Background: an optimization exercise with open tools, aiming at small area and a short achievable clock period. Do not read the settings as production practice. At most, simulation tests tie the RTL to the original design; equivalence was not proved. For runs 1 to 5 and 8, only the layout was checked, not whether the RTL still works. Power figures rest on the tool's default switching activity, not on a simulated workload.

<file path="design/flow/design.v">
module ddr5_dimm_responder (
  input  logic        clk,
  input  logic        rst,
  input  logic        cmd_valid,
  input  logic [2:0]  cmd_type,
  input  logic        cmd_channel,
  input  logic [2:0]  cmd_bg,
  input  logic [1:0]  cmd_bank,
  input  logic [15:0] cmd_row,
  input  logic [5:0]  cmd_col,
  output logic        rd_valid,
  output logic [26:0] rd_tag,
  output logic        wr_ack,
  output logic [26:0] wr_tag,
  output logic        err_valid,
  output logic [2:0]  err_code,
  output logic [5:0]  open_banks
);
  localparam logic [6:0]   T_ACT_LD = 7'b0110000;   
  localparam logic [6:0]   T_PRE_LD = 7'b1000010;   
  localparam logic [127:0] OPEN_SET = 128'h00040560043368510238258d164a1301;
  logic [2:0]  eff;
  assign eff = (cmd_valid && !cmd_channel) ? cmd_type : 3'd0;
  logic [2:0]  p_type;
  logic [4:0]  p_idx;
  logic [15:0] p_row;
  logic [5:0]  p_col;
  always_ff @(posedge clk) begin
    p_type <= eff;
    p_idx  <= {cmd_bg, cmd_bank};
    p_row  <= cmd_row;
    p_col  <= cmd_col;
  end
  logic dec_q;   
  always_ff @(posedge clk or posedge rst) begin
    if (rst) dec_q <= 1'b0;
    else     dec_q <= !dec_q && (eff == 3'd1 || eff == 3'd3 || eff == 3'd5);
  end
  logic [4:0] idx_in;
  assign idx_in = {cmd_bg, cmd_bank};
  logic [6:0]  tmr  [32];
  logic [31:0] live;
  logic [15:0] rows [32];
  logic        pok_q, pre_cand_q, c_q, o_q;
  logic        err_valid_q;
  logic        f_act, f_pre, f_rw;
  assign f_act = pok_q && (p_type == 3'd2) && c_q;
  assign f_rw  = pok_q && (p_type == 3'd4 || p_type == 3'd6) && o_q;
  assign f_pre = pre_cand_q && !err_valid_q && live[p_idx];
  function automatic logic [6:0] tmr_step(input logic [6:0] q);
    tmr_step = {q[5:0], (q[6] == q[5]) && (q != 7'd0)};
  endfunction
  logic [31:0] pre_err_v;
  always_comb begin
    for (int i = 0; i < 32; i++)
      pre_err_v[i] = (live[i] && (tmr[i] != 7'd0)) || (f_act && p_idx == 5'(i));
  end
  logic [6:0] s_p;
  logic       closed_p, live_p, open_p;
  assign s_p      = tmr[p_idx];
  assign live_p   = live[p_idx];
  assign closed_p = !live_p && (s_p == 7'd0);
  assign open_p   = live_p && OPEN_SET[s_p];
  logic p_is_act;
  assign p_is_act = (p_type == 3'd1);
  logic       mismatch, pair_err;
  logic [2:0] pair_code;
  assign mismatch  = (eff != p_type + 3'd1) || (idx_in != p_idx) ||
                     (p_is_act ? (cmd_row != p_row) : (cmd_col != p_col));
  assign pair_err  = p_is_act ? !closed_p : !open_p;
  assign pair_code = p_is_act ? (live_p ? 3'd1 : 3'd5) : 3'd2;
  logic is_half2, is_pre;
  assign is_half2 = (eff == 3'd2) || (eff == 3'd4) || (eff == 3'd6);
  assign is_pre   = (eff == 3'd7);
  logic       err_v_d;
  logic [2:0] err_c_d;
  assign err_v_d = dec_q ? (mismatch || pair_err) : (is_half2 || (is_pre && pre_err_v[idx_in]));
  assign err_c_d = dec_q ? (mismatch ? 3'd4 : pair_code) : (is_half2 ? 3'd4 : 3'd3);
  logic [2:0] err_code_q;
  logic [5:0] open_q;
  always_ff @(posedge clk or posedge rst) begin
    if (rst) begin
      err_valid_q <= 1'b0;
      err_code_q  <= 3'd0;
      pok_q       <= 1'b0;
      pre_cand_q  <= 1'b0;
      open_q      <= 6'd0;
    end else begin
      err_valid_q <= err_v_d;
      err_code_q  <= err_c_d;
      pok_q       <= dec_q && !mismatch;
      pre_cand_q  <= !dec_q && is_pre;
      open_q      <= open_q + {5'd0, f_act} - {5'd0, f_pre};
    end
  end
  always_ff @(posedge clk) begin
    c_q <= closed_p;
    o_q <= open_p;
  end
  always_ff @(posedge clk or posedge rst) begin
    if (rst) begin
      live <= '0;
      for (int i = 0; i < 32; i++) tmr[i] <= 7'd0;
    end else begin
      for (int i = 0; i < 32; i++) begin
        if (f_act && p_idx == 5'(i)) begin
          tmr[i]  <= T_ACT_LD;
          live[i] <= 1'b1;
        end else if (f_pre && p_idx == 5'(i)) begin
          tmr[i]  <= T_PRE_LD;
          live[i] <= 1'b0;
        end else begin
          tmr[i]  <= tmr_step(tmr[i]);
        end
      end
    end
  end
  always_ff @(posedge clk) begin
    for (int i = 0; i < 32; i++)
      if (dec_q && p_is_act && closed_p && p_idx == 5'(i)) rows[i] <= p_row;
  end
  localparam int HL = 19;
  logic          ph;
  logic          s_v, s_r;
  logic [10:0]   s_d;
  logic [HL:1]   h_v, h_r, h_late;
  logic [10:0]   h_d [1:HL];
  logic          f_rd;
  assign f_rd = (p_type == 3'd4);
  always_ff @(posedge clk or posedge rst) begin
    if (rst) begin
      ph  <= 1'b0;
      s_v <= 1'b0;
      h_v <= '0;
    end else begin
      ph  <= !ph;
      s_v <= f_rw;
      if (ph) h_v <= {h_v[HL-1:1], f_rw || s_v};
    end
  end
  always_ff @(posedge clk) begin
    s_r <= f_rd;
    s_d <= {p_idx, p_col};
    if (ph) begin
      h_r[1]    <= s_v ? s_r : f_rd;
      h_late[1] <= !s_v;
      h_d[1]    <= s_v ? s_d : {p_idx, p_col};
      h_r[HL:2]    <= h_r[HL-1:1];
      h_late[HL:2] <= h_late[HL-1:1];
      for (int k = 2; k <= HL; k++) h_d[k] <= h_d[k-1];
    end
  end
  logic        rd_late, wr_look, rd_look;
  logic [10:0] sel_d;
  logic [15:0] row_m;
  assign rd_late = !ph && h_v[HL] && h_r[HL] && h_late[HL];
  assign wr_look = h_v[HL-1] && !h_r[HL-1] && (ph == h_late[HL-1]);
  assign rd_look = rd_late || (ph && h_v[HL-1] && h_r[HL-1] && !h_late[HL-1]);
  assign sel_d   = rd_late ? h_d[HL] : h_d[HL-1];
  assign row_m   = rows[sel_d[10:6]];
  logic        rd_look_q, rd_valid_q, wr_ack_q;
  logic [26:0] rd_tag_q, wr_tag_q;
  always_ff @(posedge clk or posedge rst) begin
    if (rst) begin
      rd_look_q  <= 1'b0;
      rd_valid_q <= 1'b0;
      wr_ack_q   <= 1'b0;
      rd_tag_q   <= '0;
      wr_tag_q   <= '0;
    end else begin
      rd_look_q  <= rd_look;
      rd_valid_q <= rd_look_q;
      wr_ack_q   <= wr_look;
      if (rd_look) rd_tag_q <= {sel_d[10:6], row_m, sel_d[5:0]};
      wr_tag_q   <= {sel_d[10:6], row_m, sel_d[5:0]};
    end
  end
  assign rd_valid   = rd_valid_q;
  assign rd_tag     = rd_tag_q;
  assign wr_ack     = wr_ack_q;
  assign wr_tag     = wr_tag_q;
  assign err_valid  = err_valid_q;
  assign err_code   = err_code_q;
  assign open_banks = open_q;
endmodule
</file>
<file path="design/flow/run.sh">
#!/bin/bash
# synth_recipe.tcl (not shown) runs the flow's synth.tcl, then flattens the netlist and writes it again
# the make line also repeats each setting of config.mk as NAME=value (left out here)
make -C /OpenROAD-flow-scripts/flow DESIGN_CONFIG=/design/flow/config.mk WORK_HOME=/design/flow/orfs CLKGATE_MAP_FILE= SYNTH_SCRIPT=/design/flow/synth_recipe.tcl finish
</file>
<file path="design/flow/config.mk">
export PLATFORM = sky130hd
export DESIGN_NAME = ddr5_dimm_responder
export DESIGN_NICKNAME = ddr5_dimm_responder
export VERILOG_FILES = /design/flow/design.v
export SDC_FILE = /design/flow/constraint.sdc
export NUM_CORES = 4
export LEC_CHECK = 0
export CAP_MARGIN = 20
export CORE_MARGIN = 2
export CORE_UTILIZATION = 40
export SLEW_MARGIN = 20
</file>
<file path="design/flow/constraint.sdc">
create_clock -name core_clock -period 20.0 [get_ports {clk}]
set_input_delay 4.0000 -clock core_clock [delete_from_list [all_inputs] [get_ports {clk}]]
set_output_delay 4.0000 -clock core_clock [all_outputs]
set_load 0.01 [all_outputs]
</file>
==> results of run 1 <==
[per-layer routing]
layer,global-route usage [%],vias up
met4,10.6,2
met5,0,-
met2,36.9,1656
met3,5.18,289
met1,32.9,14100
li1,-,11800
[kinds of logic after synthesis]
logic type / Yosys count / synth area share, %
mux: 105 / 3.12
flops: 1150 / 73.3
fa+ha+maj: 15 / 0.442
buf+inv: 204 / 2.12
compound gates: 563 / 9.61
simple gates: 868 / 10.0
xor+xnor: 69 / 1.37
[per-stage QoR]
step           area, µm²  instances  setup WS (ps)
3_5_place_dp       47300       4523          12870
2_1_floorplan      44100       2974           6380
6_report           51100       4743          13530
4_1_cts            51100       4743          13630
3_3_place_gp       47200       4522          12910
5_1_grt            51100       4743          13440
[flip-flops by register name, summed over array words and instances (netlist names), 11 cells and up]
signal and cells:
h_v 19, rows 512, h_late 19, wr_tag_q 27, h_d 209, h_r 19
live 32, tmr 224, s_d 11, p_row 16, rd_tag_q 27
[cell type report]
type	instances	area, µm²
clock buffer	173	3300
fill	9437	58000
timing repair buffer	203	1790
clock inverter	47	572
multi-input combinational	1620	11000
sequential	1150	32400
tap	1476	1850
inverter	74	285
[synthesized netlist by cell type (25+ instances only)]
master / count / area share [%]
edfxtp_1: 759 / 52
dfrtp_1: 347 / 20
nor2_1: 266 / 2.3
a22oi_1: 205 / 3.5
nand2_1: 162 / 1.4
nand3_1: 88 / 1.0
a21o_1: 73 / 1.2
inv_1: 67 / 0.57
a21oi_1: 64 / 0.73
mux2_2: 60 / 1.5
clkbuf_1: 59 / 0.50
and3_1: 48 / 0.68
buf_2: 46 / 0.52
nor3_1: 46 / 0.52
nor4_1: 45 / 0.64
dfxtp_1: 44 / 2.0
nand4_1: 44 / 0.62
xnor2_1: 38 / 0.75
nor2b_1: 33 / 0.47
and2_1: 31 / 0.44
xor2_1: 31 / 0.62
mux2i_1: 25 / 0.57
[power by group]
part / leakage [nW] / internal (W) / switching [W]
logic: 5.14 / 0.000239 / 0.000257
registers: 11.8 / 0.00277 / 0.000329
clock network: 1.89 / 0.00126 / 0.000920
[worst max path at each step]
| stage | to | cells after the start |
|---|---|---|
| after detailed placement | err_valid_q$_DFF_PP0_ | 10 |
| after global routing | err_valid_q$_DFF_PP0_ | 10 |
| final | err_valid_q$_DFF_PP0_ | 10 |
| after CTS | err_valid_q$_DFF_PP0_ | 10 |
| after global placement | err_valid_q$_DFF_PP0_ | 10 |
| after floorplan | dec_q$_DFF_PP0_ | 1 |
==> flow_summary_export.csv, run 1 <==
group,metric,value,unit
setup_path,critPathLaunch,"cmd_bank[0]",
setup_path,path_max_fanout,13,
setup_path,critPathKind,"in2reg",
setup_path,crit_buf_inv,2,
drt,wl_per_cell,28.7,µm
die,die-area,113000,µm²
clocking,cts_sinks,1150,
die,core-area,109000,µm²
clocking,clock_latency,720,ps
logic_synthesis,syn_area,44100,µm²
final_layout,drive_gt1_share,13.9,%
timing,finClkSkew,44.3,ps
logic_synthesis,netlist_instances,2974,
grt,antenna_found_initial,3,
setup_path,required,20620,ps
logic_synthesis,synth_cell_type_count,96,
logic_synthesis,syn_nets,3023,
final_layout,layout_common_cells,"759 x edfxtp_1, 346 x dfrtp_1, 236 x nor2_1, 205 x a22oi_1, 160 x nand2_1",
final_layout,num_antenna_cells,0,
timing,fmax,154,MHz
drt,routed_wl,136000,µm
setup_path,startpoint_type,"input pin",
logic_synthesis,ys_ff_latch,1150,
logic_synthesis,synthFlopType,"edfxtp_1",
drt,dr_wl_met2,61700,µm
timing,tightest_slew,1220,ps
setup_path,crit_family,"buffers and inverters",
setup_path,reg2reg_from,"p_idx[4]$_DFF_P_",
grt,grt_pass1_vias,26700,
final_layout,fin_util,46.9,%
clocking,post_cts_resized,0,
place,place_hpwl,87400,µm
grt,grt.overflow.total,0,
grt,grt_max_degree,97,
final_layout,fin_nets,3214,
worst_hold_path,hp-start,"rd_look_q$_DFF_PP0_",
grt,grtUsageTotal,24.0,%
drt,first_pass_iters,9,
setup_path,cp.arrival,7090,ps
worst_hold_path,min_to,"rd_valid_q$_DFF_PP0_",
setup_path,cpMaxStageDelayCell,"clkdlybuf4s50_1",
die,fp.dieW,336,µm
drt,wl_met1,54500,µm
drt,vias,27900,
outcome,status,"finished clean",
place,placement.io_buffers,99,
final_layout,final_common_cell,"edfxtp_1",
logic_synthesis,ys_async_sr_fraction,30.2,%
grt,grt_first_pass_wirelength,195000,µm
final_layout,syn_to_final_growth,15.9,%
setup_path,path_cells,"clkdlybuf4s50_1 -> inv_2 -> o221a_2 -> a311oi_1 -> a21oi_1 -> mux4_2 -> nor2b_1 -> a211oi_1 -> o2bb2ai_1 -> a31oi_1",
logic_synthesis,avgSynthCellArea,14.8,µm²
setup_path,r2r-end,"rows[19][12]$_DFFE_PP_",
power,finalPower,0.00578,W
timing,period_needed,6470,ps
timing,hold_viol_final,0,
drt,viasPerCell,5.88,
setup_path,crit_path_end_kind,"flop",
drt,top_layer,"met5",
drt,met3_length,13700,µm
power,ir_drop,0.0000743,V
drt,ant_nets,0,
clocking,path_clk_slew,60,ps
timing,fin_crit_sh,32.4,%
timing,maxSlewViolCount,0,
die,pin_count,100,
clocking,cts_tree,"done",
clocking,clk_path_buf_depth,3,
worst_hold_path,worstHoldPathCells,0,
timing,rsz0062_at_grt,"no",
clocking,ctsHoldBuffers,0,
die,fp-row-count,121,
clocking,cts_made_buffers,116,
worst_hold_path,hold_class,"reg2reg",
drt,detail_route.iter0.violations,3882,
timing,slew-limit-headroom,17.7,%
logic_synthesis,yosysWarnings,4,
drt,drc_errors,0,
place,place.gp.congestion,1.06,
timing,fin_setup_tns,0,ps
clocking,post_cts_buffers,0,
power,power.leakage,18.8,nW
logic_synthesis,synth_edf_count,759,
job,drv_cap,0,
setup_path,rrSetupSlack,13900,ps
timing,whs,351,ps
setup_path,max_stage_delay,960,ps
clocking,htreeDepth,3,
setup_path,reg2regPathDepth,13,
die,chipHeight,336,µm
timing,setup_violations,0,
die,start_util,40.4,%
power,powerDensity,113,nW/µm²
logic_synthesis,ys_seq_area_share,73.3,%
clocking,cts-root-buf,"clkbuf_16",
==> inputs of run 2 (changes only) <==
==> design/flow/flow/run.sh (new file) <==
#!/bin/bash
# Standard ORFS layout (the standard.sh) with extra optimisation effort: repair_timing is
# asked to leave extra setup margin, and cells may be resized across footprints. The timing
# constraints (constraint.sdc) are unchanged.
set -euo pipefail
source flow/knobs.sh
bash standard.sh SETUP_SLACK_MARGIN=$MARGIN MATCH_CELL_FOOTPRINT=0 $EXTRA finish > standard_make.log 2>&1
==> design/flow/flow/knobs.sh (new file) <==
MARGIN=14.6
EXTRA=""
==> design/flow/standard.sh (new file) <==
#!/bin/bash
# synth_recipe.tcl (not shown) runs the flow's synth.tcl, then flattens the netlist and writes it again
# the make line also repeats each setting of config.mk as NAME=value (left out here)
make -C /OpenROAD-flow-scripts/flow DESIGN_CONFIG=/design/flow/config.mk WORK_HOME=/design/flow/orfs CLKGATE_MAP_FILE= SYNTH_SCRIPT=/design/flow/synth_recipe.tcl "${@:-finish}"
removed: design/flow/run.sh
==> flow_summary_export.csv, run 2 <==
group,metric,value,unit
outcome,status,"finished clean",
setup_path,startpoint_type,"input pin",
logic_synthesis,synth_top_area_share,51.6,%
final_layout,reg_top3,"rows x512, tmr x224, h_d x209",
timing,maxSlewViolCount,0,
setup_path,crit_path_end_kind,"flop",
place,place_hpwl,87700,µm
logic_synthesis,synth_cell_type_count,96,
final_layout,largest_reg_flops,512,
clocking,ctsHoldBuffers,0,
setup_path,crit_buf_inv,2,
drt,routed_wl,137000,µm
setup_path,max_stage_delay,510,ps
timing,hold_viol_final,0,
logic_synthesis,yosysWarnings,4,
timing,fin_setup_tns,0,ps
grt,top_usage_layer,"met2",
setup_path,crit_family,"simple AND/OR/NAND/NOR gates",
place,post-place-cells,4513,
clocking,cts-root-buf,"clkbuf_16",
logic_synthesis,ys_ff_latch,1150,
die,die-area,113000,µm²
logic_synthesis,synth_area_leaders,"edfxtp_1 52%, dfrtp_1 20%, a22oi_1 3.5%",
timing,fin_crit_sh,26.8,%
drt,detail_route.iter0.violations,3723,
setup_path,path_max_fanout,2,
clocking,cts_sinks,1150,
final_layout,final_common_cell,"edfxtp_1",
die,fp-row-count,121,
drt,ant_nets,0,
logic_synthesis,netlist_instances,2974,
place,place.gp.congestion,1.02,
die,pin_count,100,
clocking,clk_path_buf_depth,3,
setup_path,required,20570,ps
place,placement.io_buffers,99,
final_layout,drive_gt1_share,15.2,%
power,power.leakage,20.1,nW
timing,tightest_slew,1100,ps
logic_synthesis,avgSynthCellArea,14.8,µm²
place,pre_cts_ws,13240,ps
drt,first_pass_iters,8,
job,drv_cap,0,
timing,finClkSkew,61.5,ps
die,start_util,40.4,%
clocking,cts_made_buffers,116,
timing,rsz0062_at_grt,"yes",
final_layout,top_register,"rows",
setup_path,cp.arrival,5930,ps
timing,fmax,187,MHz
drt,vias,28100,
logic_synthesis,ys_seq_area_share,73.3,%
final_layout,syn_to_final_growth,18.1,%
logic_synthesis,synth_edf_count,759,
grt,antenna_found_initial,4,
power,ir_drop,0.0000719,V
worst_hold_path,hold_class,"reg2reg",
logic_synthesis,synth.most_common_cell,"edfxtp_1",
clocking,clock_latency,730,ps
setup_path,path_cells,"dlymetal6s2s_1 -> xnor2_2 -> nand4_1 -> nor4_4 -> nor2_2 -> nor2_1 -> nand2_1 -> inv_1 -> o2bb2ai_2 -> a31oi_1",
clocking,htreeDepth,3,
grt,grt_pass1_vias,26900,
drt,drc_errors,0,
logic_synthesis,synthFlopType,"edfxtp_1",
grt,grtUsageTotal,24.1,%
timing,slew-limit-headroom,26.3,%
setup_path,cpMaxStageDelayCell,"nor4_4",
grt,met2_usage,37.6,%
timing,period_needed,5360,ps
logic_synthesis,ys_async_sr_fraction,30.2,%
grt,grtUsageMet3,5.14,%
timing,whs,348,ps
logic_synthesis,syn_area,44100,µm²
grt,met1_usage,33.1,%
clocking,path_clk_slew,60,ps
die,chipHeight,336,µm
clocking,cts_tree,"done",
timing,layout_setup_ws,14640,ps
drt,wl_per_cell,28.7,µm
final_layout,fin_nets,3236,
final_layout,instances_no_fill,4763,
drt,viasPerCell,5.89,
grt,grt.overflow.total,0,
logic_synthesis,synth_top_cell_by_area,"edfxtp_1",
logic_synthesis,syn_nets,3023,
grt,grt_max_degree,160,
die,fp.dieW,336,µm
power,finalPower,0.00584,W
timing,setup_violations,0,
power,powerDensity,112,nW/µm²
die,core-area,109000,µm²
setup_path,critPathKind,"in2reg",
grt,grt_first_pass_wirelength,196000,µm
logic_synthesis,synthTopCellsByCount,"759 x edfxtp_1, 347 x dfrtp_1, 266 x nor2_1",
final_layout,layout_common_cells,"759 x edfxtp_1, 345 x dfrtp_1, 231 x nor2_1, 205 x a22oi_1, 160 x nand2_1",
==> run 2: cell counts after synthesis <==
No cell type changed its count.
==> run 2: worst paths after layout <==
check                                         to                 from  slack [ps]  depth (start not counted)
max                        err_valid_q$_DFF_PP0_           cmd_row[8]       14640                         10
min                         rd_valid_q$_DFF_PP0_  rd_look_q$_DFF_PP0_         350                          0
max reg2reg                rows[27][6]$_DFFE_PP_     p_idx[0]$_DFF_P_       14640                         12
min reg2reg                 rd_valid_q$_DFF_PP0_  rd_look_q$_DFF_PP0_         350                          0
max in group asynchronous           ph$_DFF_PP0_                  rst       14840                          3
min in group asynchronous   tmr[13][5]$_DFF_PP0_                  rst        3900                          2
==> run 2: final cells by class <==
class                      instances  area [µm²]
antenna                            3        7.51
clock buffer                     161        3300
clock inverter                    54         713
fill                            9381       57100
inverter                          74         294
multi-input combinational       1621       11200
sequential                      1150       32400
tap                             1476        1850
timing repair buffer             223        2400
timing repair inverter             1        5.00
==> run 2: power by group <==
group | switching [W] | internal (W)
Sequential | 0.000316 | 0.00277
Combinational | 0.000263 | 0.000242
Clock | 0.000919 | 0.00133
==> run 2: per-layer routing <==
metal | part of all wire (%) | up-vias
met5 | 0.012 | -
li1 | - | 11800
met2 | 46 | 1643
met4 | 4.5 | 2
met3 | 10 | 317
met1 | 39 | 14300
==> run 2: logic make-up (layout without fill, tap and decap cells) <==
family | after synthesis | count (layout) | share of synthesized area, %
flip-flops | 1150 | 1150 | 73.3
buffers and inverters | 204 | 513 | 2.12
other | 0 | 3 | 0
AO/OA/AOI/OAI | 563 | 563 | 9.61
adder cells (fa/ha/maj) | 15 | 15 | 0.442
AND/OR/NAND/NOR | 868 | 869 | 10.0
XOR/XNOR | 69 | 69 | 1.37
multiplexers | 105 | 105 | 3.12
==> run 2: what timing repair did <==
item,CTS,global route
setup buffers,24,6
cloned,1,1
pin swaps,25,8
resized for setup,94,15
setup endpoints to repair,582,361
==> run 2: stage by stage <==
stage	util (%)	area (µm²)
after detailed placement	43.3	47300
after global routing	47.7	52100
final	47.7	52100
after CTS	47.6	52000
after floorplan	-	44200
after global placement	43.3	47300
==> inputs of run 3 (changes only) <==
==> design/flow/flow/knobs.sh (replaced) <==
MARGIN=15.0
EXTRA=""
==> flow_summary_export.csv, run 3 <==
group,metric,value,unit
logic_synthesis,avgSynthCellArea,14.8,µm²
clocking,cts_sinks,1150,
outcome,status,"finished clean",
final_layout,top_register,"rows",
setup_path,rrSetupSlack,15020,ps
logic_synthesis,synth.most_common_cell,"edfxtp_1",
setup_path,path_cells,"clkbuf_4 -> inv_8 -> o221a_2 -> a311oi_1 -> a21oi_1 -> mux4_2 -> nor2b_4 -> a211oi_2 -> o2bb2ai_1 -> a31oi_1",
drt,first_pass_iters,9,
timing,tightest_slew,1060,ps
setup_path,crit_buf_inv,2,
worst_hold_path,hold_class,"reg2reg",
grt,grt_pass1_vias,26800,
timing,hold_viol_final,0,
power,switching_share,25.8,%
final_layout,drive_gt1_share,17.7,%
grt,grt_first_pass_wirelength,194000,µm
power,combPwrFrac,8.7,%
setup_path,max_stage_delay,530,ps
drt,drc_errors,0,
die,core-area,109000,µm²
logic_synthesis,synth_area_leaders,"edfxtp_1 52%, dfrtp_1 20%, a22oi_1 3.5%",
timing,slew-limit-headroom,29.1,%
logic_synthesis,ys_seq_area_share,73.3,%
timing,maxSlewViolCount,0,
logic_synthesis,synth_edf_count,759,
job,drv_cap,0,
drt,vias,28100,
final_layout,layout_common_cells,"759 x edfxtp_1, 346 x dfrtp_1, 230 x nor2_1, 205 x a22oi_1, 161 x nand2_1",
worst_hold_path,worstHoldPathCells,0,
power,seqPwrFrac,53.0,%
logic_synthesis,synthTopCellsByCount,"759 x edfxtp_1, 347 x dfrtp_1, 266 x nor2_1",
power,ir_drop,0.0000924,V
setup_path,path_max_fanout,13,
final_layout,num_antenna_cells,0,
place,placed_area,47200,µm²
logic_synthesis,synth_top_cell_by_area,"edfxtp_1",
grt,grt_max_degree,79,
place,placement.io_buffers,99,
clocking,path_clk_slew,60,ps
power,powerDensity,113,nW/µm²
clocking,cts-root-buf,"clkbuf_16",
power,power.leakage,19.3,nW
grt,grt.overflow.total,0,
logic_synthesis,ys_ff_latch,1150,
grt,antenna_found_initial,2,
setup_path,cp.depth,10,
drt,viasPerCell,5.89,
logic_synthesis,synth_top_area_share,51.6,%
final_layout,design_area,51800,µm²
final_layout,fin_nets,3251,
worst_hold_path,min_to,"rd_valid_q$_DFF_PP0_",
clocking,cts_made_buffers,116,
timing,period_needed,5430,ps
drt,ant_nets,0,
setup_path,crit_family,"compound AO/OA/AOI/OAI gates",
die,fp-row-count,121,
logic_synthesis,syn_area,44100,µm²
final_layout,syn_to_final_growth,17.4,%
die,chipHeight,336,µm
drt,routed_wl,136000,µm
setup_path,reg2regPathDepth,13,
power,switchingPower,0.00150,W
final_layout,largest_reg_flops,512,
power,clockPowerShare,38.3,%
setup_path,crit_path_end_kind,"flop",
place,post-place-cells,4513,
die,start_util,40.4,%
setup_path,r2r-end,"rows[7][5]$_DFFE_PP_",
clocking,clock_latency,730,ps
setup_path,reg2reg_from,"p_idx[4]$_DFF_P_",
setup_path,required,20600,ps
place,place_hpwl,85800,µm
power,p_int,0.00432,W
place,place.gp.congestion,1.01,
die,die-area,113000,µm²
logic_synthesis,synthFlopType,"edfxtp_1",
setup_path,startpoint_type,"input pin",
die,pin_count,100,
logic_synthesis,synth_cell_type_count,96,
power,finalPower,0.00583,W
final_layout,instances_no_fill,4776,
die,fp.dieW,336,µm
grt,grtUsageTotal,24.0,%
logic_synthesis,ys_async_sr_fraction,30.2,%
logic_synthesis,yosysWarnings,4,
timing,fin_setup_tns,0,ps
drt,wl_per_cell,28.5,µm
clocking,htreeDepth,3,
clocking,clk_path_buf_depth,3,
timing,setup_violations,0,
worst_hold_path,hp-start,"rd_look_q$_DFF_PP0_",
setup_path,cpMaxStageDelayCell,"mux4_2",
drt,detail_route.iter0.violations,3760,
timing,finClkSkew,63.0,ps
logic_synthesis,netlist_instances,2974,
clocking,ctsHoldBuffers,0,
final_layout,final_common_cell,"edfxtp_1",
logic_synthesis,syn_nets,3023,
timing,fin_crit_sh,27.2,%
clocking,cts_tree,"done",
setup_path,critPathKind,"in2reg",
timing,rsz0062_at_grt,"yes",
setup_path,cp.arrival,6030,ps
final_layout,reg_top3,"rows x512, tmr x224, h_d x209",
timing,fmax,184,MHz
[run 3: repair_timing]
action,in CTS,in global routing
endpoints found under the setup margin,787,721
gates resized for setup,189,27
cloned,2,1
setup buffers,36,8
pin swaps,20,0
[run 3: worst max-delay path by stage]
stage,endpoint,slack (ps),from
2_1_floorplan,dec_q$_DFF_PP0_,11360,rst
3_3_place_gp,err_valid_q$_DFF_PP0_,12720,cmd_row[0]
4_1_cts,err_valid_q$_DFF_PP0_,14610,cmd_row[0]
3_5_place_dp,err_valid_q$_DFF_PP0_,12790,cmd_row[0]
5_1_grt,err_valid_q$_DFF_PP0_,14510,cmd_bank[0]
6_report,err_valid_q$_DFF_PP0_,14570,cmd_bank[0]
[run 3: logic make-up after synthesis]
family / synth area share, %
AO/OA/AOI/OAI: 9.61
XOR/XNOR: 1.37
adder cells (fa/ha/maj): 0.442
buffers and inverters: 2.12
flip-flops: 73.3
multiplexers: 3.12
AND/OR/NAND/NOR: 10.0
[run 3: layout make-up]
cell class                 instances  area, µm²
tap                             1476       1850
clock inverter                    51        663
timing repair buffer             240       2170
multi-input combinational       1620      11100
sequential                      1150      32400
inverter                          74        293
fill                            9375      57400
clock buffer                     165       3330
[run 3: power groups by stage]
| stage | clock network [W] | registers [W] | logic, W |
|---|---|---|---|
| final | 0.00223 | 0.00309 | 0.000505 |
| after global placement | 0 | 0.00312 | 0.000482 |
| after global routing | 0.00236 | 0.00311 | 0.000560 |
| after CTS | 0.00227 | 0.00307 | 0.000501 |
| after detailed placement | 0 | 0.00311 | 0.000494 |
| after floorplan | 0 | 0.00297 | 0.000375 |
[run 3: per-layer routing]
metal,track usage (%),up-vias,wire (µm)
li1,-,11900,-
met1,33.2,14300,54900
met2,37.5,1639,62500
met3,5.01,274,13600
met4,8.46,4,5240
met5,0,-,22
[run 3: worst reg2reg max path, stage by stage, from the launching register on]
cell       delay [ps]
dfxtp_1           360
buf_4             520
or2_1             520
nor2_1            220
a311oi_1          650
o211a_1           350
o2111ai_1         280
a21boi_2          280
nand3_1            80
and4bb_1          380
nand3_2            90
buf_4             340
nor3_4            270
buf_6             310
[run 3: per-stage QoR]
step | utilization, % | hold WS [ps] | setup slack (ps)
final | 47.5 | 362 | 14570
after floorplan | - | 326 | 11360
after detailed placement | 43.3 | 335 | 12790
after global placement | 43.3 | 334 | 12720
after CTS | 47.3 | 363 | 14610
after global routing | 47.5 | 369 | 14510
==> inputs of run 4 (changes only) <==
==> design/flow/flow/run.sh (replaced) <==
#!/bin/bash
# Standard ORFS layout (the standard.sh) with extra optimisation effort: repair_timing is
# asked to leave extra setup margin, cells may be resized across footprints, and the clock
# tree uses larger sink clusters without dummy loads. The timing constraints
# (constraint.sdc) are unchanged.
set -euo pipefail
source flow/knobs.sh
bash standard.sh SETUP_SLACK_MARGIN=$MARGIN MATCH_CELL_FOOTPRINT=0 "CTS_ARGS=$CTS" finish > standard_make.log 2>&1
==> design/flow/flow/knobs.sh (replaced) <==
MARGIN=14.8
CTS="-sink_clustering_enable -repair_clock_nets -dont_use_dummy_load -sink_clustering_size 30 -sink_clustering_max_diameter 80"
==> flow_summary_export.csv, run 4 <==
group,metric,value,unit
place,place_hpwl,87700,µm
timing,fin_crit_sh,26.8,%
drt,top_layer,"met5",
setup_path,rrSetupSlack,14930,ps
drt,dr_wl_met2,62800,µm
timing,fmax,187,MHz
drt,wl_met1,54300,µm
clocking,cts_made_buffers,51,
logic_synthesis,ys_seq_area_share,73.3,%
die,start_util,40.4,%
place,placement.io_buffers,99,
logic_synthesis,syn_nets,3023,
grt,grt.overflow.total,0,
drt,wl_per_cell,29.5,µm
logic_synthesis,yosysWarnings,4,
setup_path,crit_path_end_kind,"flop",
logic_synthesis,synth_edf_count,759,
final_layout,drive_gt1_share,15.4,%
worst_hold_path,hold_class,"reg2reg",
drt,viasPerCell,6.00,
die,fp-row-count,121,
drt,first_pass_iters,6,
place,placed_area,47300,µm²
grt,grt_pass1_vias,26200,
clocking,path_clk_slew,110,ps
timing,maxSlewViolCount,0,
setup_path,startpoint_type,"input pin",
final_layout,layout_common_cells,"759 x edfxtp_1, 345 x dfrtp_1, 231 x nor2_1, 205 x a22oi_1, 159 x nand2_1",
final_layout,final_common_cell,"edfxtp_1",
setup_path,required,20560,ps
power,powerDensity,96.6,nW/µm²
final_layout,reg_top3,"rows x512, tmr x224, h_d x209",
logic_synthesis,synth_cell_type_count,96,
logic_synthesis,netlist_instances,2974,
drt,routed_wl,136000,µm
die,chipHeight,336,µm
job,drv_cap,0,
die,die-area,113000,µm²
logic_synthesis,avgSynthCellArea,14.8,µm²
drt,drc_errors,0,
clocking,cts_sinks,1150,
logic_synthesis,syn_area,44100,µm²
grt,grt_first_pass_wirelength,194000,µm
clocking,htreeDepth,2,
logic_synthesis,synthTopCellsByCount,"759 x edfxtp_1, 347 x dfrtp_1, 266 x nor2_1",
final_layout,largest_reg_flops,512,
place,pre_cts_ws,13240,ps
timing,setup_violations,0,
drt,ant_nets,0,
clocking,clk_path_buf_depth,3,
drt,detail_route.iter0.violations,4005,
timing,tightest_slew,1100,ps
clocking,clock_latency,710,ps
final_layout,design_area,49200,µm²
grt,grt_max_degree,158,
logic_synthesis,synth.most_common_cell,"edfxtp_1",
logic_synthesis,synth_top_cell_by_area,"edfxtp_1",
die,core-area,109000,µm²
timing,rsz0062_at_grt,"yes",
place,place.gp.congestion,1.02,
power,power.leakage,18.1,nW
final_layout,fin_nets,3203,
final_layout,syn_to_final_growth,11.6,%
logic_synthesis,ys_async_sr_fraction,30.2,%
outcome,status,"finished clean",
logic_synthesis,synth_area_leaders,"edfxtp_1 52%, dfrtp_1 20%, a22oi_1 3.5%",
timing,layout_setup_ws,14650,ps
die,fp.dieW,336,µm
drt,vias,27800,
setup_path,cp.arrival,5920,ps
setup_path,critPathKind,"in2reg",
timing,hold_viol_final,0,
power,ir_drop,0.0000873,V
timing,fin_setup_tns,0,ps
die,pin_count,100,
logic_synthesis,synth_top_area_share,51.6,%
timing,period_needed,5350,ps
timing,finClkSkew,152,ps
grt,grtUsageTotal,24.0,%
timing,slew-limit-headroom,26.0,%
logic_synthesis,synthFlopType,"edfxtp_1",
grt,antenna_found_initial,3,
drt,met3_length,13300,µm
setup_path,path_max_fanout,10,
clocking,cts_tree,"done",
logic_synthesis,ys_ff_latch,1150,
clocking,cts-root-buf,"clkbuf_16",
final_layout,top_register,"rows",
[run 4: cell counts after synthesis]
Identical to the previous run, type by type.
[run 4: stage by stage]
step | power, W | util [%] | cells | hold WS, ps
after floorplan | 0.00335 | - | 2974 | 326
after global placement | 0.00360 | 43.3 | 4512 | 333
after detailed placement | 0.00361 | 43.3 | 4513 | 335
after CTS | 0.00476 | 44.9 | 4607 | 334
after global routing | 0.00493 | 45.1 | 4628 | 338
final | 0.00476 | 45.1 | 4631 | 350
[run 4: worst paths after layout]
kind / start / end / depth (start not counted)
setup / recovery: cmd_bg[0] / err_valid_q$_DFF_PP0_ / 8
hold / removal: h_d[1][1]$_DFFE_PP_ / h_d[2][1]$_DFFE_PP_ / 0
setup reg to reg: p_idx[0]$_DFF_P_ / tmr[3][0]$_DFF_PP0_ / 11
hold reg to reg: h_d[1][1]$_DFFE_PP_ / h_d[2][1]$_DFFE_PP_ / 0
max in group asynchronous: rst / tmr[3][6]$_DFF_PP0_ / 3
min in group asynchronous: rst / tmr[4][0]$_DFF_PP0_ / 2
[run 4: layout make-up]
| cell class | count | area (µm²) |
|---|---|---|
| fillers | 9701 | 59900 |
| inverters | 74 | 294 |
| flip-flops and latches | 1150 | 32400 |
| clock buffers | 51 | 1280 |
| repair inverters | 2 | 13.8 |
| well taps | 1476 | 1850 |
| multi-input cells | 1621 | 11200 |
| repair buffers | 254 | 2190 |
| diodes | 3 | 7.51 |
[run 4: cell families (layout without fill, tap and decap cells)]
family                   count (synthesis)  count (layout)  share of synthesized area (%)
XOR/XNOR                                69              69                           1.37
buffers and inverters                  204             381                           2.12
AND/OR/NAND/NOR                        868             869                           10.0
other                                    0               3                              0
AO/OA/AOI/OAI                          563             563                           9.61
adder cells (fa/ha/maj)                 15              15                          0.442
multiplexers                           105             105                           3.12
flip-flops                            1150            1150                           73.3
[run 4: per-layer routing]
layer  vias up  GRT usage, %
met5         -             0
met1     14200          33.1
met3       293          4.63
li1      11700             -
met4         2          9.27
met2      1613          37.6
[run 4: worst max-delay path: stages]
cell,delay (ps)
clkbuf_2,360
inv_2,150
mux4_2,330
mux4_2,520
nor2b_4,150
a211oi_2,190
o2bb2ai_2,90
a31oi_1,130
[run 4: timing repair]
| item | CTS | global route |
|---|---|---|
| pin swaps | 28 | 12 |
| cloned | 4 | 1 |
| hold buffers | 0 | 0 |
| gates resized for setup | 196 | 25 |
| endpoints found under the setup margin | 857 | 502 |
| buffers inserted | 39 | 20 |
[run 4: power by group]
group / internal, W / switching [W]
Sequential: 0.00277 / 0.000319
Combinational: 0.000243 / 0.000265
Clock: 0.000456 / 0.000706
Total: 0.00347 / 0.00129
==> inputs of run 5 (changes only) <==
==> design/flow/flow/run.sh (replaced) <==
#!/bin/bash
# Standard ORFS layout (the standard.sh) with extra optimisation effort: repair_timing is
# asked to leave extra setup margin, cells may be resized across footprints, and the clock
# tree uses larger sink clusters without dummy loads. The timing constraints
# (constraint.sdc) are unchanged; every port still gets a buffer.
set -euo pipefail
source flow/knobs.sh
bash standard.sh SETUP_SLACK_MARGIN=$MARGIN MATCH_CELL_FOOTPRINT=0 "CTS_ARGS=$CTS" "BUFFER_PORTS_ARGS=$PORTBUF" $EXTRA finish > standard_make.log 2>&1
==> design/flow/flow/knobs.sh (replaced) <==
MARGIN=14.7
CTS="-sink_clustering_enable -repair_clock_nets -dont_use_dummy_load -sink_clustering_size 30 -sink_clustering_max_diameter 80"
PORTBUF="-buffer_cell sky130_fd_sc_hd__buf_2"
EXTRA=""
==> flow_summary_export.csv, run 5 <==
group,metric,value,unit
final_layout,final_common_cell,"edfxtp_1",
logic_synthesis,syn_area,44100,µm²
grt,grtUsageTotal,23.8,%
setup_path,reg2regPathDepth,13,
setup_path,critPathKind,"in2reg",
clocking,clock_latency,710,ps
drt,ant_nets,0,
die,fp-row-count,121,
timing,fmax,187,MHz
clocking,htreeDepth,2,
power,seqPwrFrac,64.8,%
die,fp.dieW,336,µm
power,powerDensity,98.0,nW/µm²
timing,tightest_slew,1110,ps
power,switching_share,27.2,%
logic_synthesis,ys_seq_area_share,73.3,%
setup_path,crit_end,"err_valid_q$_DFF_PP0_",
logic_synthesis,synth_cell_type_count,96,
worst_hold_path,hold_class,"reg2reg",
clocking,cts_tree,"done",
logic_synthesis,ys_async_sr_fraction,30.2,%
drt,detail_route.iter0.violations,3860,
setup_path,path_max_fanout,2,
setup_path,reg2reg_from,"p_idx[3]$_DFF_P_",
clocking,cts-root-buf,"clkbuf_16",
die,chipHeight,336,µm
die,die-area,113000,µm²
place,place.gp.congestion,1.01,
timing,fin_crit_sh,26.8,%
logic_synthesis,avgSynthCellArea,14.8,µm²
logic_synthesis,syn_nets,3023,
drt,first_pass_iters,6,
logic_synthesis,synth_edf_count,759,
final_layout,num_antenna_cells,0,
logic_synthesis,synth.most_common_cell,"edfxtp_1",
power,combPwrFrac,10.8,%
setup_path,rrSetupSlack,14770,ps
timing,fin_setup_tns,0,ps
power,clockPowerShare,24.4,%
setup_path,required,20560,ps
final_layout,layout_common_cells,"759 x edfxtp_1, 346 x dfrtp_1, 236 x nor2_1, 205 x a22oi_1, 160 x nand2_1",
timing,whs,377,ps
clocking,cts_sinks,1150,
setup_path,critPathLaunch,"cmd_row[6]",
final_layout,seq_area,32400,µm²
timing,rsz0062_at_grt,"yes",
power,power.leakage,17.8,nW
place,placement.io_buffers,99,
drt,drc_errors,0,
logic_synthesis,synth_top_area_share,51.6,%
job,drv_cap,0,
final_layout,top_register,"rows",
drt,routed_wl,136000,µm
logic_synthesis,ys_ff_latch,1150,
clocking,clk_path_buf_depth,3,
grt,grt_first_pass_wirelength,193000,µm
logic_synthesis,synth_top_cell_by_area,"edfxtp_1",
timing,finClkSkew,128,ps
final_layout,drive_gt1_share,14.6,%
drt,wl_per_cell,29.5,µm
die,pin_count,100,
setup_path,r2r-end,"rows[7][0]$_DFFE_PP_",
logic_synthesis,synthFlopType,"edfxtp_1",
grt,grt_max_degree,166,
power,finalPower,0.00476,W
timing,setup_violations,0,
die,start_util,40.4,%
timing,period_needed,5350,ps
final_layout,multi_input_area,11100,µm²
drt,viasPerCell,5.97,
final_layout,fin_nets,3165,
final_layout,fin_util,44.5,%
clocking,cts_made_buffers,51,
setup_path,startpoint_type,"input pin",
setup_path,cp.arrival,5910,ps
power,ir_drop,0.0000667,V
die,core-area,109000,µm²
drt,vias,27400,
grt,grt_pass1_vias,25800,
setup_path,crit_path_end_kind,"flop",
clocking,path_clk_slew,110,ps
timing,slew-limit-headroom,25.9,%
timing,hold_viol_final,0,
timing,maxSlewViolCount,0,
final_layout,largest_reg_flops,512,
logic_synthesis,yosysWarnings,4,
power,switchingPower,0.00129,W
grt,grt.overflow.total,0,
logic_synthesis,synth_area_leaders,"edfxtp_1 52%, dfrtp_1 20%, a22oi_1 3.5%",
grt,antenna_found_initial,2,
place,place_hpwl,88100,µm
final_layout,n_fill_cell,9651,
final_layout,reg_top3,"rows x512, tmr x224, h_d x209",
logic_synthesis,netlist_instances,2974,
power,p_int,0.00347,W
logic_synthesis,synthTopCellsByCount,"759 x edfxtp_1, 347 x dfrtp_1, 266 x nor2_1",
outcome,status,"finished clean",
final_layout,syn_to_final_growth,10.1,%
-- run 5: stage by stage --
step | worst slack, ps | instance area (µm²) | std cells
after floorplan | 11360 | 44200 | 2974
after global placement | 13300 | 46700 | 4519
after detailed placement | 13230 | 46800 | 4520
after CTS | 14690 | 48400 | 4584
after global routing | 14650 | 48600 | 4590
final | 14650 | 48600 | 4590
-- run 5: routing by layer --
metal / routed length, µm / global-route usage [%] / up-vias
li1: - / - / 11600
met1: 56000 / 33.8 / 14100
met5: 0 / 0 / -
met3: 12600 / 4.16 / 233
met4: 5370 / 8.75 / 0
met2: 61600 / 36.6 / 1435
-- run 5: critical path: stages --
cell and delay (ps):
buf_8 100, xnor2_4 140, nand4_1 490, nor4_4 600, nor2_1 120, nor2_1 150
nand2_1 80, inv_1 70, o2bb2ai_1 110, a31oi_1 50
-- run 5: how the worst min path moves through the flow --
stage,slack (ps),startpoint,endpoint,cells after the start
floorplan,330,p_idx[2]$_DFF_P_,s_d[8]$_DFF_P_,0
global placement,330,rd_look_q$_DFF_PP0_,rd_valid_q$_DFF_PP0_,0
detailed placement,340,rd_look_q$_DFF_PP0_,rd_valid_q$_DFF_PP0_,0
CTS,370,rd_look_q$_DFF_PP0_,rd_valid_q$_DFF_PP0_,0
global route,370,rd_look_q$_DFF_PP0_,rd_valid_q$_DFF_PP0_,0
finish,380,rd_look_q$_DFF_PP0_,rd_valid_q$_DFF_PP0_,0
-- run 5: timing repair --
item	CTS	global route
hold buffers	0	0
setup buffers	13	4
pin swaps	11	7
gates resized for setup	28	26
endpoints found under the setup margin	609	461
-- run 5: power by group through the flow --
stage / combinational [W] / clock (W) / sequential, W
after global placement: 0.000489 / 0 / 0.00312
after CTS: 0.000505 / 0.00119 / 0.00307
after floorplan: 0.000375 / 0 / 0.00297
final: 0.000513 / 0.00116 / 0.00309
after global routing: 0.000568 / 0.00126 / 0.00310
after detailed placement: 0.000501 / 0 / 0.00312
-- run 5: cell type report --
| class | count | share of cell area [%] |
|---|---|---|
| multi-input cells | 1620 | 22.9 |
| repair buffers | 219 | 3.39 |
| flip-flops and latches | 1150 | 66.6 |
| well taps | 1476 | 3.80 |
| inverters | 74 | 0.611 |
| clock buffers | 51 | 2.63 |
-- run 5: cells by family after synthesis --
group	after synthesis	synth area share [%]
flops	1150	73.3
compound gates	563	9.61
xor+xnor	69	1.37
buf+inv	204	2.12
fa+ha+maj	15	0.442
simple gates	868	10.0
mux	105	3.12
==> inputs of run 6 (changes only) <==
--- a/design/flow/design.v
+++ b/design/flow/design.v
@@ -117,7 +117,7 @@
   end
   always_ff @(posedge clk) begin
     for (int i = 0; i < 32; i++)
-      if (dec_q && p_is_act && closed_p && p_idx == 5'(i)) rows[i] <= p_row;
+      if (f_act && p_idx == 5'(i)) rows[i] <= p_row;
   end
   localparam int HL = 19;
   logic          ph;
==> flow_summary_export.csv, run 6 <==
group,metric,value,unit
place,placement.io_buffers,99,
grt,grt_pass1_vias,25800,
logic_synthesis,ys_seq_area_share,74.0,%
logic_synthesis,ys_ff_latch,1150,
grt,grt_max_degree,81,
logic_synthesis,syn_nets,2909,
grt,antenna_found_initial,2,
final_layout,seq_area,32400,µm²
timing,fmax,178,MHz
setup_path,critPathLaunch,"cmd_row[15]",
final_layout,drive_gt1_share,14.6,%
place,place_hpwl,87700,µm
setup_path,path_cells,"buf_8 -> xor2_4 -> nor4_4 -> nand4_1 -> o21ai_2 -> and4_1 -> nand2_1 -> nor2b_1 -> a211oi_2",
clocking,cts_tree,"done",
timing,tightest_slew,1210,ps
clocking,ctsHoldBuffers,0,
final_layout,largest_reg_flops,512,
final_layout,layout_common_cells,"759 x edfxtp_1, 346 x dfrtp_1, 252 x nor2_1, 150 x a22oi_1, 134 x nand2_1",
drt,viasPerCell,6.11,
timing,whs,351,ps
drt,met3_length,12500,µm
timing,period_needed,5620,ps
clocking,htreeDepth,2,
drt,detail_route.iter0.violations,4097,
drt,drc_errors,0,
place,place.gp.congestion,1.02,
clocking,clk_path_buf_depth,3,
clocking,cts-root-buf,"clkbuf_16",
clocking,path_clk_slew,110,ps
logic_synthesis,synthTopCellsByCount,"759 x edfxtp_1, 347 x dfrtp_1, 281 x nor2_1",
die,core-area,109000,µm²
setup_path,path_max_fanout,2,
drt,ant_nets,0,
setup_path,r2r-end,"tmr[4][0]$_DFF_PP0_",
drt,top_layer,"met5",
drt,wl_per_cell,30.8,µm
power,powerDensity,85.2,nW/µm²
final_layout,syn_to_final_growth,8.90,%
final_layout,n_fill_cell,9787,
logic_synthesis,netlist_instances,2860,
logic_synthesis,synth_cell_type_count,105,
die,fp-row-count,121,
setup_path,critPathKind,"in2reg",
setup_path,cp.arrival,6140,ps
die,pin_count,100,
setup_path,rrSetupSlack,14980,ps
die,fp.dieW,335,µm
setup_path,max_stage_delay,660,ps
logic_synthesis,ys_async_sr_fraction,30.2,%
drt,wl_met1,54600,µm
grt,grt_first_pass_wirelength,193000,µm
setup_path,cpMaxStageDelayCell,"nor4_4",
timing,rsz0062_at_grt,"yes",
timing,slew-limit-headroom,19.1,%
worst_hold_path,worstHoldPathCells,0,
drt,first_pass_iters,7,
setup_path,reg2reg_from,"p_idx[0]$_DFF_P_",
timing,maxSlewViolCount,0,
power,ir_drop,0.0000651,V
logic_synthesis,synth_top_area_share,52.1,%
logic_synthesis,yosysWarnings,4,
logic_synthesis,avgSynthCellArea,15.3,µm²
logic_synthesis,syn_area,43700,µm²
timing,finClkSkew,88.6,ps
timing,hold_viol_final,0,
clocking,cts_made_buffers,48,
worst_hold_path,hp-start,"h_d[6][6]$_DFFE_PP_",
job,drv_cap,0,
grt,grtUsageTotal,24.0,%
final_layout,final_common_cell,"edfxtp_1",
die,chipHeight,335,µm
die,die-area,112000,µm²
drt,vias,27000,
drt,dr_wl_met2,61300,µm
setup_path,startpoint_type,"input pin",
drt,routed_wl,136000,µm
grt,grt.overflow.total,0,
setup_path,required,20520,ps
final_layout,reg_top3,"rows x512, tmr x224, h_d x209",
timing,fin_crit_sh,28.1,%
timing,fin_setup_tns,0,ps
setup_path,crit_path_end_kind,"flop",
clocking,clock_latency,690,ps
setup_path,reg2regPathDepth,13,
timing,setup_violations,0,
final_layout,top_register,"rows",
final_layout,multi_input_area,10700,µm²
logic_synthesis,synth.most_common_cell,"edfxtp_1",
worst_hold_path,hold_class,"reg2reg",
worst_hold_path,min_to,"h_d[7][6]$_DFFE_PP_",
logic_synthesis,synth_top_cell_by_area,"edfxtp_1",
power,power.leakage,18.5,nW
final_layout,fin_nets,3051,
logic_synthesis,synth_area_leaders,"edfxtp_1 52%, dfrtp_1 20%, a22oi_1 2.6%",
die,start_util,40.2,%
logic_synthesis,synthFlopType,"edfxtp_1",
clocking,cts_sinks,1150,
logic_synthesis,synth_edf_count,759,
outcome,status,"finished clean",
## run 6: cell types whose count changed after synthesis, sizes merged, moves of 18 or more
cell,delta
a21oi,-18
a221oi,+37
a22o,+42
a22oi,-55
and2,-20
and3,-25
clkbuf,-22
nand2,-22
nand3,-50
nor2,+30
nor4,+22
o21a,+48
xnor2,-23
xor2,+23
## run 6: logic make-up after synthesis
logic type                 count (synthesis)  synth area share [%]
muxes                                    103                  3.12
buffers and inverters                    173                  1.94
AOI/OAI and AO/OA                        583                  10.3
xor gates and xnor gates                  69                  1.38
DFF                                     1150                  74.0
adders and majority gates                 15                 0.446
and+or+nand+nor                          767                  8.85
## run 6: power by group
part	internal, W	switching (W)	total [W]
clock network	0.000432	0.000698	0.00113
logic	0.000111	0.000155	0.000267
registers	0.00259	0.0000777	0.00267
## run 6: worst max-delay path by stage
stage | endpoint | slack, ps
5_1_grt | err_valid_q$_DFF_PP0_ | 14250
4_1_cts | err_valid_q$_DFF_PP0_ | 14350
3_5_place_dp | err_code_q[2]$_DFF_PP0_ | 13070
6_report | err_valid_q$_DFF_PP0_ | 14380
2_1_floorplan | dec_q$_DFF_PP0_ | 11360
3_3_place_gp | err_code_q[2]$_DFF_PP0_ | 13100
## run 6: critical path: cells and delay by family
family / cells / cell delay (ps)
XOR/XNOR: 1 / 150
buffers and inverters: 1 / 100
AND/OR/NAND/NOR: 5 / 1540
AO/OA/AOI/OAI: 2 / 330
## run 6: cell type report
type                            instances  area share [%]
Inverter                               65           0.575
Tap cell                             1414            3.71
Timing Repair Buffer                  200            2.80
Sequential cell                      1150            68.0
Multi-Input combinational cell       1537            22.4
Antenna cell                            1         0.00525
Clock buffer                           48            2.52
## run 6: stage by stage
step                power (W)  utilization [%]  setup slack, ps  area [µm²]  cells
finish                0.00406             43.8            14380       47600   4415
global route          0.00419             43.8            14250       47600   4415
CTS                   0.00407             43.8            14350       47600   4413
detailed placement    0.00297             42.6            13070       46300   4364
global placement      0.00297             42.6            13100       46300   4364
floorplan             0.00286                -            11360       43800   2860
## run 6: repair_timing
action                                  CTS  global route
endpoints found under the setup margin  219           175
setup buffers                             1             0
resized for setup                        14            12
pin swaps                                 7             5
## run 6: per-layer routing
metal / up-vias / GRT usage (%)
met5: - / 0
met3: 325 / 3.77
met4: 2 / 11.7
li1: 11300 / -
met1: 13800 / 33.4
met2: 1566 / 36.9
==> inputs of run 7 (changes only) <==
==> design/flow/flow/knobs.sh (replaced) <==
MARGIN=14.8
CTS="-sink_clustering_enable -repair_clock_nets -dont_use_dummy_load -sink_clustering_size 30 -sink_clustering_max_diameter 60"
PORTBUF="-buffer_cell sky130_fd_sc_hd__buf_2"
EXTRA=""
==> flow_summary_export.csv, run 7 <==
group,metric,value,unit
grt,grt_max_degree,145,
timing,fmax,174,MHz
final_layout,top_register,"rows",
final_layout,instances_no_fill,4452,
clocking,cts_sinks,1150,
power,power.leakage,18.8,nW
timing,fin_setup_tns,0,ps
final_layout,reg_top3,"rows x512, tmr x224, h_d x209",
setup_path,reg2reg_from,"p_idx[0]$_DFF_P_",
setup_path,path_max_fanout,2,
final_layout,final_common_cell,"edfxtp_1",
timing,finClkSkew,84.9,ps
logic_synthesis,synth_top_cell_by_area,"edfxtp_1",
drt,ant_nets,0,
die,fp-row-count,121,
place,pre_cts_ws,13190,ps
logic_synthesis,synth_compound_area_share,10.3,%
clocking,path_clk_slew,90,ps
clocking,cts_tree,"done",
logic_synthesis,synthMuxAreaShare,3.12,%
logic_synthesis,synthTopCellsByCount,"759 x edfxtp_1, 347 x dfrtp_1, 281 x nor2_1",
logic_synthesis,synthFlopType,"edfxtp_1",
setup_path,crit_path_end_kind,"flop",
timing,setup_violations,0,
timing,rsz0062_at_grt,"yes",
clocking,cts-root-buf,"clkbuf_16",
clocking,clk_path_buf_depth,3,
grt,grt.overflow.total,0,
final_layout,fin_nets,3088,
final_layout,multi_input_area,10700,µm²
final_layout,syn_to_final_growth,10.4,%
setup_path,crit_family,"simple AND/OR/NAND/NOR gates",
drt,vias,27200,
logic_synthesis,synthSimpleGateAreaFrac,8.85,%
clocking,cts_made_buffers,67,
timing,maxSlewViolCount,0,
die,pin_count,100,
setup_path,reg2regPathDepth,17,
logic_synthesis,synth_area_leaders,"edfxtp_1 52%, dfrtp_1 20%, a22oi_1 2.6%",
final_layout,n_fill_cell,9650,
final_layout,design_area,48300,µm²
worst_hold_path,min_to,"rd_valid_q$_DFF_PP0_",
final_layout,largest_reg_flops,512,
logic_synthesis,synth_top_area_share,52.1,%
grt,antenna_found_initial,1,
setup_path,crit_buf_inv,1,
logic_synthesis,synth_edf_count,759,
clocking,ctsHoldBuffers,0,
drt,routed_wl,137000,µm
power,ir_drop,0.0000556,V
logic_synthesis,avgSynthCellArea,15.3,µm²
logic_synthesis,synth.most_common_cell,"edfxtp_1",
place,placed_area,46300,µm²
setup_path,required,20490,ps
grt,grt_first_pass_wirelength,193000,µm
grt,grtUsageMet3,4.53,%
drt,wl_per_cell,30.7,µm
timing,hold_viol_final,0,
logic_synthesis,ys_ff_latch,1150,
setup_path,r2r-end,"open_q[4]$_DFF_PP0_",
grt,grtUsageTotal,24.2,%
timing,period_needed,5730,ps
job,drv_cap,0,
logic_synthesis,netlist_instances,2860,
place,place.gp.congestion,1.04,
grt,grt_pass1_vias,26000,
logic_synthesis,syn_area,43700,µm²
grt,top_usage_layer,"met2",
grt,met2_usage,37.0,%
drt,detail_route.iter0.violations,3877,
drt,first_pass_iters,6,
setup_path,critPathKind,"in2reg",
setup_path,rrSetupSlack,14980,ps
drt,drc_errors,0,
die,start_util,40.2,%
die,core-area,109000,µm²
timing,tightest_slew,1050,ps
final_layout,drive_gt1_share,15.8,%
logic_synthesis,synth_adder_area_share,0.446,%
timing,whs,363,ps
clocking,htreeDepth,3,
timing,slew-limit-headroom,29.1,%
setup_path,critPathLaunch,"cmd_row[15]",
worst_hold_path,worstHoldPathCells,0,
logic_synthesis,syn_nets,2909,
setup_path,startpoint_type,"input pin",
setup_path,cp.arrival,6230,ps
logic_synthesis,ys_seq_area_share,74.0,%
final_layout,seq_area,32400,µm²
worst_hold_path,hp-start,"rd_look_q$_DFF_PP0_",
place,place_hpwl,88200,µm
logic_synthesis,synth_top_family_by_area,"compound AO/OA/AOI/OAI gates",
place,placement.io_buffers,99,
outcome,status,"finished clean",
logic_synthesis,yosysWarnings,4,
grt,met1_usage,33.6,%
worst_hold_path,hold_class,"reg2reg",
logic_synthesis,ys_async_sr_fraction,30.2,%
power,powerDensity,88.2,nW/µm²
die,chipHeight,335,µm
setup_path,max_stage_delay,680,ps
die,fp.dieW,335,µm
drt,viasPerCell,6.11,
logic_synthesis,synth_cell_type_count,105,
setup_path,cpMaxStageDelayCell,"nor4_4",
timing,fin_crit_sh,28.7,%
place,post-place-cells,4366,
die,die-area,112000,µm²
timing,layout_setup_ws,14270,ps
logic_synthesis,synth-xor-area-share,1.38,%
clocking,clock_latency,680,ps
setup_path,path_cells,"buf_8 -> xor2_4 -> nor4_4 -> nand4_1 -> o21ai_2 -> and4_1 -> nand2_1 -> nor2b_1 -> a211oi_2",
final_layout,layout_common_cells,"759 x edfxtp_1, 345 x dfrtp_1, 254 x nor2_1, 150 x a22oi_1, 131 x nand2_1",
## run 7: cell counts after synthesis
Identical to the previous run, type by type.
## run 7: worst reg2reg max path, delay by kind of cell, from the launching register on
kind,cells,cell delay (ps)
multiplexers,3,1530
buffers and inverters,7,1460
adder cells (fa/ha/maj),3,950
flip-flops,1,550
AO/OA/AOI/OAI,2,170
AND/OR/NAND/NOR,1,140
XOR/XNOR,1,120
## run 7: worst max path at each step
stage	to	slack, ps	cells past startpoint
2_1_floorplan	dec_q$_DFF_PP0_	11360	1
3_3_place_gp	err_valid_q$_DFF_PP0_	13200	9
3_5_place_dp	err_valid_q$_DFF_PP0_	13190	9
4_1_cts	err_valid_q$_DFF_PP0_	14320	9
5_1_grt	err_valid_q$_DFF_PP0_	14220	9
6_report	err_valid_q$_DFF_PP0_	14270	9
## run 7: cells by family after synthesis
kind of cell,count (synthesis)
xor gates and xnor gates,69
buffers and inverters,173
DFF,1150
adders and majority gates,15
AOI/OAI and AO/OA,583
and+or+nand+nor,767
muxes,103
## run 7: report_power, final
part	switching (W)	internal [W]
Sequential	0.0000780	0.00259
Clock	0.000729	0.000597
Combinational	0.000155	0.000114
## run 7: timing repair
item / 4_1_cts / 5_1_grt
endpoints found under the setup margin: 176 / 137
gates cloned: 0 / 1
pin swaps: 5 / 5
resized for setup: 20 / 13
setup buffers: 11 / 6
## run 7: layout make-up
cell class	instances	area share (%)
flip-flops and latches	1150	67.0
inverters	65	0.572
clock buffers	67	3.47
multi-input cells	1537	22.1
well taps	1414	3.66
repair buffers	218	3.16
diodes	1	0.00518
## run 7: through the flow
| stage | util (%) | power [W] |
|---|---|---|
| floorplan | - | 0.00286 |
| global placement | 42.6 | 0.00297 |
| detailed placement | 42.6 | 0.00298 |
| CTS | 44.3 | 0.00428 |
| global route | 44.4 | 0.00439 |
| finish | 44.4 | 0.00426 |
## run 7: per-layer routing
metal | wire length, µm | vias up
met3 | 13400 | 330
met5 | 0 | -
li1 | - | 11400
met2 | 61400 | 1554
met4 | 7350 | 0
met1 | 54800 | 14000
==> inputs of run 8 (changes only) <==
--- a/design/flow/design.v
+++ b/design/flow/design.v
@@ -117,7 +117,7 @@
   end
   always_ff @(posedge clk) begin
     for (int i = 0; i < 32; i++)
-      if (f_act && p_idx == 5'(i)) rows[i] <= p_row;
+      if (dec_q && p_is_act && closed_p && p_idx == 5'(i)) rows[i] <= p_row;
   end
   localparam int HL = 19;
   logic          ph;
==> design/flow/flow/knobs.sh (replaced) <==
MARGIN=14.7
CTS="-sink_clustering_enable -repair_clock_nets -dont_use_dummy_load -sink_clustering_size 25 -sink_clustering_max_diameter 60"
PORTBUF=""
EXTRA="CORE_UTILIZATION=55"
==> flow_summary_export.csv, run 8 <==
group,metric,value,unit
drt,first_pass_iters,6,
logic_synthesis,synth_edf_count,759,
grt,grt_pass1_vias,27900,
logic_synthesis,syn_nets,3023,
final_layout,design_area,49500,µm²
logic_synthesis,ys_ff_latch,1150,
place,post-place-cells,4080,
drt,wl_met1,53300,µm
final_layout,syn_to_final_growth,12.2,%
final_layout,fin_nets,3197,
die,fp.dieW,287,µm
logic_synthesis,synth-xor-area-share,1.37,%
timing,maxSlewViolCount,0,
timing,fmax,189,MHz
final_layout,drive_gt1_share,13.8,%
final_layout,layout_common_cells,"759 x edfxtp_1, 342 x dfrtp_1, 220 x nor2_1, 205 x a22oi_1, 156 x nand2_1",
job,drv_cap,0,
grt,grt_max_degree,93,
setup_path,startpoint_type,"input pin",
setup_path,path_max_fanout,2,
worst_hold_path,worstHoldPathCells,0,
drt,routed_wl,144000,µm
die,chipHeight,287,µm
logic_synthesis,synth_adder_area_share,0.442,%
final_layout,top_register,"rows",
logic_synthesis,synth.most_common_cell,"edfxtp_1",
place,placed_area,46700,µm²
setup_path,required,20510,ps
grt,grtUsageTotal,35.4,%
setup_path,reg2regPathDepth,18,
power,finalPower,0.00504,W
clocking,clk_path_buf_depth,3,
drt,top_layer,"met5",
logic_synthesis,synth_top_area_share,51.6,%
grt,grt.overflow.total,0,
drt,ant_nets,0,
clocking,path_clk_slew,80,ps
worst_hold_path,hold_class,"reg2reg",
power,power.leakage,19.2,nW
timing,tightest_slew,1270,ps
power,ir_drop,0.0000731,V
timing,rsz0062_at_grt,"yes",
final_layout,final_common_cell,"edfxtp_1",
timing,layout_setup_ws,14700,ps
drt,wl_per_cell,34.4,µm
place,placement.io_buffers,99,
clocking,clock_latency,660,ps
logic_synthesis,synth_top_cell_by_area,"edfxtp_1",
place,place.gp.congestion,1.02,
die,core-area,79300,µm²
logic_synthesis,synth_compound_area_share,9.61,%
drt,viasPerCell,6.75,
die,start_util,55.7,%
grt,antenna_found_initial,6,
logic_synthesis,synthFlopType,"edfxtp_1",
logic_synthesis,netlist_instances,2974,
logic_synthesis,synth_area_leaders,"edfxtp_1 52%, dfrtp_1 20%, a22oi_1 3.5%",
die,pin_count,100,
timing,hold_viol_final,0,
timing,fin_crit_sh,26.5,%
logic_synthesis,synth_top_family_by_area,"simple AND/OR/NAND/NOR gates",
logic_synthesis,synthSimpleGateAreaFrac,10.0,%
timing,period_needed,5300,ps
logic_synthesis,syn_area,44100,µm²
logic_synthesis,synthMuxAreaShare,3.12,%
grt,grt_first_pass_wirelength,205000,µm
logic_synthesis,ys_seq_area_share,73.3,%
drt,vias,28300,
outcome,status,"finished clean",
clocking,cts-root-buf,"clkbuf_16",
place,pre_cts_ws,13170,ps
power,powerDensity,102,nW/µm²
final_layout,instances_no_fill,4198,
timing,setup_violations,0,
timing,fin_setup_tns,0,ps
clocking,cts_tree,"done",
clocking,ctsHoldBuffers,0,
final_layout,largest_reg_flops,512,
drt,drc_errors,0,
drt,met3_length,13300,µm
clocking,htreeDepth,3,
die,fp-row-count,103,
setup_path,cp.arrival,5810,ps
logic_synthesis,avgSynthCellArea,14.8,µm²
timing,finClkSkew,91.2,ps
final_layout,reg_top3,"rows x512, tmr x224, h_d x209",
logic_synthesis,synthTopCellsByCount,"759 x edfxtp_1, 347 x dfrtp_1, 266 x nor2_1",
logic_synthesis,yosysWarnings,4,
setup_path,crit_path_end_kind,"flop",
drt,detail_route.iter0.violations,4192,
place,place_hpwl,95400,µm
timing,slew-limit-headroom,14.5,%
die,die-area,82500,µm²
drt,dr_wl_met2,67300,µm
logic_synthesis,synth_cell_type_count,96,
clocking,cts_sinks,1150,
logic_synthesis,ys_async_sr_fraction,30.2,%
setup_path,critPathKind,"in2reg",
clocking,cts_made_buffers,76,
## run 8: path summary, 6_finish.rpt
path	endpoint	from	slack [ps]
min	rd_valid_q$_DFF_PP0_	rd_look_q$_DFF_PP0_	360
min in group asynchronous	tmr[3][0]$_DFF_PP0_	rst	3880
max reg2reg	open_q[4]$_DFF_PP0_	p_idx[3]$_DFF_P_	14830
min reg2reg	rd_valid_q$_DFF_PP0_	rd_look_q$_DFF_PP0_	360
max in group asynchronous	tmr[26][1]$_DFF_PP0_	rst	14890
max	err_valid_q$_DFF_PP0_	cmd_row[9]	14700
## run 8: worst max-delay path: stages
cell and delay (ps):
dlymetal6s2s_1 160, xnor2_2 140, nand4_1 410, nor4_4 530, nor2_2 90, nor2_2 140
nand2_2 80, inv_2 90, o2bb2ai_2 100, a31oi_1 50
## run 8: cell families (layout without fill, tap and decap cells)
group | Yosys count | in the layout
DFF | 1150 | 1150
and+or+nand+nor | 868 | 869
AOI/OAI and AO/OA | 563 | 563
buffers and inverters | 204 | 375
muxes | 105 | 105
xor gates and xnor gates | 69 | 69
adders and majority gates | 15 | 15
other | 0 | 2
## run 8: layer usage
layer | up-vias | GRT usage [%]
met5 | - | 0
met4 | 6 | 21.2
met3 | 463 | 6.32
met2 | 1786 | 56.0
met1 | 14400 | 46.1
li1 | 11700 | -
## run 8: repair_timing
action / 4_1_cts / 5_1_grt
pin swaps: 22 / 13
buffers inserted: 26 / 11
resized for setup: 123 / 28
cloned: 3 / 0
endpoints found under the setup margin: 887 / 320
## run 8: layout make-up
type	count	area, µm²
multi-input cells	1621	11200
repair inverters	1	7.51
well taps	1050	1310
inverters	74	297
diodes	2	5.00
flip-flops and latches	1150	32400
fillers	5908	29800
clock buffers	76	1900
repair buffers	224	2360
## run 8: per-stage QoR
step	hold slack (ps)	util, %
after floorplan	326	-
after global placement	340	58.9
after detailed placement	348	58.9
after CTS	364	62.2
after global routing	371	62.5
final	359	62.5
## run 8: power breakdown
part           switching, W  total [W]  leakage, nW  internal (W)
registers          0.000339    0.00311         11.8       0.00277
clock network      0.000742    0.00142        0.937      0.000673
logic              0.000271   0.000512         6.44      0.000242
total               0.00135    0.00504         19.2       0.00369

==> what the ideal ports hide <==
How much do the figures lean on ideal ports? The routed layouts below were timed once more, with nothing changed but the port constraints. Step 1 (the two cells are an assumption about what drives the block):
set clk [get_ports {clk}]
set_driving_cell -lib_cell sky130_fd_sc_hd__clkbuf_16 $clk
set_driving_cell -lib_cell sky130_fd_sc_hd__buf_2 [delete_from_list [all_inputs] $clk]
Step 2 times the ports against the registers' clock, not the clock port: input delays grow and output delays shrink by t, the midpoint of the rising clock arrivals with the driver on. Slacks: ideal / step 1 / step 2; pairs: ideal / step 1.
run | t, ns | setup WS [ns] | worst setup path after step 2 | worst register clock-pin slew, ns | pins driven straight from the clock port
run 1 | 0.770 | 13.527 / 13.573 / 12.803 | input to register | 0.07 / 0.07 | 1
run 2 | 0.768 | 14.639 / 14.629 / 13.919 | input to register | 0.07 / 0.07 | 1
run 3 | 0.766 | 14.570 / 14.610 / 13.845 | input to register | 0.07 / 0.07 | 1
run 4 | 0.706 | 14.645 / 14.688 / 13.982 | input to register | 0.12 / 0.12 | 1
run 5 | 0.713 | 14.648 / 14.679 / 13.966 | input to register | 0.12 / 0.12 | 1
run 6 | 0.711 | 14.380 / 14.381 / 13.670 | input to register | 0.12 / 0.12 | 1
run 7 | 0.694 | 14.265 / 14.253 / 13.559 | input to register | 0.11 / 0.11 | 1
run 8 | 0.684 | 14.704 / 14.648 / 14.048 | input to register | 0.10 / 0.10 | 1
After both steps every run listed still meets setup and hold. For run 3, which loses most, drivers alone change the setup slack by +0.040 ns; drivers and shift together by -0.725 ns.
